Source: an optimization exercise on an open RTL-to-GDS flow (aim: small area and a short achievable clock period). Production flows keep margins and buffers that such runs may drop. In this exercise RTL edits were held to simulation tests only and were not proved equivalent to the original. Power figures rest on the tool's default switching activity, not on a simulated workload.

==> flow/design.v <==
package mem_responder_pkg;
   localparam int WORD_W     = 16;
   localparam int DEF_LAT    = 2;
   localparam int DEF_ADDR_W = 8;
   localparam int RING_L     = 4;                   
   localparam int N_RING     = 2**DEF_ADDR_W / RING_L;
endpackage
module mem_responder_array (
   input  logic        clk,
   input  logic [7:0]  hw, lw,
   input  logic [7:0]  hi_nxt, lo_nxt,
   input  logic        rs1_nxt, rs3_nxt,
   input  logic        cln3,     
   input  logic [mem_responder_pkg::WORD_W-1:0] wdn,    
   output logic [mem_responder_pkg::WORD_W-1:0] rdata   
);
   localparam int W = mem_responder_pkg::WORD_W;
   localparam int N = mem_responder_pkg::N_RING;
   logic [W*N-1:0] r0, r1, r2, r3, r0_nxt;
   logic [N-1:0]   ia, ib;      
   logic [N-1:0]   s1, s3;      
   logic [W*16-1:0] l1;         
   genvar g, b, k;
   generate
      for (g = 0; g < N; g++) begin : ring
         wire wsel = hw[g/8] & lw[g%8];
         assign ia[g] = wsel | ~cln3;
         assign ib[g] = ~wsel;
         wire sel_nxt = hi_nxt[g/8] & lo_nxt[g%8];
         always_ff @(posedge clk) begin
            s1[g] <= rs1_nxt & sel_nxt;
            s3[g] <= rs3_nxt & sel_nxt;
         end
      end
      for (b = 0; b < W; b++) begin : bt
         for (g = 0; g < N; g++) begin : ins
            mem_responder_ins u (
               .a(ia[g]), .r(r3[b*N + g]), .b(ib[g]), .w(wdn[b]), .y(r0_nxt[b*N + g])
            );
         end
         for (k = 0; k < 16; k++) begin : rd
            mem_responder_rd8 u (
               .s1(s1[4*k +: 4]), .d1(r1[b*N + 4*k +: 4]), .s3(s3[4*k +: 4]),
               .d3(r3[b*N + 4*k +: 4]), .y(l1[b*16 + k])
            );
         end
         mem_responder_or16 u_or (.a(l1[b*16 +: 16]), .y(rdata[b]));
      end
   endgenerate
   always_ff @(posedge clk) begin
      r0 <= r0_nxt;
      r1 <= r0;
      r2 <= r1;
      r3 <= r2;
   end
endmodule
module mem_responder_ins (
   input  logic a, r, b, w,
   output logic y
);
   assign y = ~((a | r) & (b | w));
endmodule
module mem_responder_rd8 (
   input  logic [3:0] s1, d1, s3, d3,
   output logic       y
);
   assign y = |((s1 & d1) | (s3 & d3));
endmodule
module mem_responder_or16 (
   input  logic [15:0] a,
   output logic        y
);
   assign y = |a;
endmodule
module mem_responder #(
   parameter int LAT    = mem_responder_pkg::DEF_LAT,
   parameter int ADDR_W = mem_responder_pkg::DEF_ADDR_W
) (
   input  logic              clk,
   input  logic              rst,
   input  logic              enable,
   input  logic              wr,
   input  logic [mem_responder_pkg::WORD_W-1:0] addr,
   input  logic [mem_responder_pkg::WORD_W-1:0] data_in,
   output logic [mem_responder_pkg::WORD_W-1:0] data_out,
   output logic              stall,
   output logic              done,
   output logic              err
);
   localparam int W = mem_responder_pkg::WORD_W;
   logic        b1, b2, dn;          
   logic        bz;                  
   logic        idl;                 
   logic        idle, accept;
   logic [1:0]  ph;                  
   logic [1:0]  p, p_nxt;            
   logic        cw;                  
   logic [7:0]  hi, lo;              
   logic [W-1:0] cdata;              
   logic        wpend, wpend_nxt;    
   logic        wc;                  
   logic        rd_nxt;              
   logic        rs1_nxt, rs3_nxt;    
   logic        wc_nxt;              
   logic [7:0]  hi_nxt, lo_nxt;
   logic [7:0]  hw, lw;              
   logic        hit;                 
   logic [3:0]  cln;                 
   logic [3:0]  pol;                 
   logic        pol_in;              
   logic        ppol;                
   logic [W-1:0] wdn;
   logic [W-1:0] rdata, dreg;
   logic        rd_done;             
   assign idle   = idl;
   assign accept = enable & idle;
   assign stall  = bz | (enable & ~dn);
   always_ff @(posedge clk or negedge rst) begin
      if (!rst) begin
         b1 <= 1'b0;
         b2 <= 1'b0;
         bz <= 1'b0;
         dn <= 1'b0;
         idl <= 1'b1;
      end else begin
         b1 <= accept;
         b2 <= b1;
         bz <= accept | b1;
         dn <= b2;
         idl <= ~(accept | b1 | b2);
      end
   end
   assign rd_done = b2 & ~cw;
   always_comb begin
      p_nxt     = accept ? addr[2:1] + ph + 2'd1 : p + 2'd1;
      wpend_nxt = accept ? wr : (wpend & ~wc);
      rd_nxt    = accept ? ~wr : (b1 & ~cw);
      hi_nxt    = accept ? 8'd1 << addr[8:6] : hi;
      lo_nxt    = accept ? 8'd1 << addr[5:3] : lo;
      rs1_nxt   = rd_nxt & (p_nxt == 2'd1) & cln[0];
      rs3_nxt   = rd_nxt & (p_nxt == 2'd3) & cln[2];
      wc_nxt    = wpend_nxt & (p_nxt == 2'd3);
   end
   assign pol_in = cln[3] & ~pol[3];
   assign wdn    = ~cdata ^ {W{pol_in}};
   always_ff @(posedge clk or negedge rst) begin
      if (!rst) begin
         ph      <= 2'd0;
         p       <= 2'd0;
         cln     <= 4'd0;
         pol     <= 4'd0;
         ppol    <= 1'b0;
         wpend   <= 1'b0;
         wc      <= 1'b0;
         hw      <= 8'd0;
         lw      <= 8'd0;
         hit     <= 1'b0;
         data_out <= '0;
      end else begin
         ph      <= ph + 2'd1;
         p       <= p_nxt;
         cln     <= {cln[2:0], 1'b1};
         pol     <= {pol[2:0], pol_in};
         ppol    <= rd_nxt & ((p_nxt == 2'd1) & cln[0] & pol[0] | (p_nxt == 2'd3) & cln[2] & pol[2]);
         wpend   <= wpend_nxt;
         wc      <= wc_nxt;
         hw      <= {8{wc_nxt}} & hi_nxt;
         lw      <= {8{wc_nxt}} & lo_nxt;
         hit     <= rd_nxt & p_nxt[0];
         data_out <= rd_done ? ((rdata ^ {W{ppol}}) | (dreg & {W{~hit}})) : '0;
      end
   end
   always_ff @(posedge clk) begin
      if (accept) begin
         cw    <= wr;
         hi    <= hi_nxt;
         lo    <= lo_nxt;
         cdata <= data_in;
      end
   end
   mem_responder_array u_array (
      .clk   (clk),
      .hw    (hw),
      .lw    (lw),
      .hi_nxt  (hi_nxt),
      .lo_nxt  (lo_nxt),
      .rs1_nxt (rs1_nxt),
      .rs3_nxt (rs3_nxt),
      .cln3  (cln[3]),
      .wdn   (wdn),
      .rdata (rdata)
   );
   always_ff @(posedge clk) begin
      dreg <= (rdata ^ {W{ppol}}) | (dreg & {W{~hit}});
   end
   assign done     = dn;
   assign err      = 1'b0;
endmodule
==> flow/config.mk <==
export PLATFORM = sky130hd
export DESIGN_NAME = mem_responder
export DESIGN_NICKNAME = mem_responder
export VERILOG_FILES = /design/flow/design.v
export SDC_FILE = /design/flow/constraint.sdc
export NUM_CORES = 4
export LEC_CHECK = 0
export ABC_AREA = 1
export CAP_MARGIN = 20
export CORE_MARGIN = 2
export CORE_UTILIZATION = 40
export CTS_CLUSTER_DIAMETER = 80
export CTS_CLUSTER_SIZE = 30
export SETUP_SLACK_MARGIN = 3.3
export SLEW_MARGIN = 20
==> flow/constraint.sdc <==
create_clock -name core_clock -period 6.0 [get_ports {clk}]
set_input_delay 1.2000 -clock core_clock [delete_from_list [all_inputs] [get_ports {clk}]]
set_output_delay 1.2000 -clock core_clock [all_outputs]
set_load 0.01 [all_outputs]
run.sh (not shown) runs the stock make flow with config.mk's settings and CLKGATE_MAP_FILE= SYNTH_SCRIPT=/design/flow/synth_recipe.tcl, a recipe that flattens the netlist after the stock synthesis.
Rerun with:
Settings changed: ABC_AREA 1 to default, CTS_CLUSTER_DIAMETER 80 to 110, SYNTH_HIERARCHICAL from default to 1.
Outcome: Worst setup slack barely changes; routed wire length rose by 3.6%; die area shrinks by 6.1%; sequential power barely changes.

## re-timing with driven ports
The flow's constraints put no driver on any port. The routed layouts listed below were extracted and timed again, unchanged, in two steps. Step 1 (the two cells are an assumption about what drives the block):
set clk [get_ports {clk}]
set_driving_cell -lib_cell sky130_fd_sc_hd__clkbuf_16 $clk
set_driving_cell -lib_cell sky130_fd_sc_hd__buf_2 [delete_from_list [all_inputs] $clk]
Step 2 also shifts input and output timing later by t, the mid clock arrival at the registers, as if the neighbouring blocks saw the same clock. a / b / c = no drivers / after step 1 / after step 2; a / b = the first two.
| run | t, ns | slack for setup (ns) | worst hold slack (ns) | worst setup path after step 2 | worst slew at a driven data input, ns |
|---|---|---|---|---|---|
| the first run | 0.952 | 3.216 / 3.118 / 2.499 | 0.309 / 0.309 / 0.309 | input to register | 0.16 |
| the second run | 0.939 | 3.214 / 3.166 / 2.473 | 0.313 / 0.313 / 0.313 | input to register | 0.20 |
After both steps setup and hold are still met in every run listed. For the second run, which loses most, drivers alone change the setup slack by -0.048 ns; drivers and shift together by -0.741 ns.
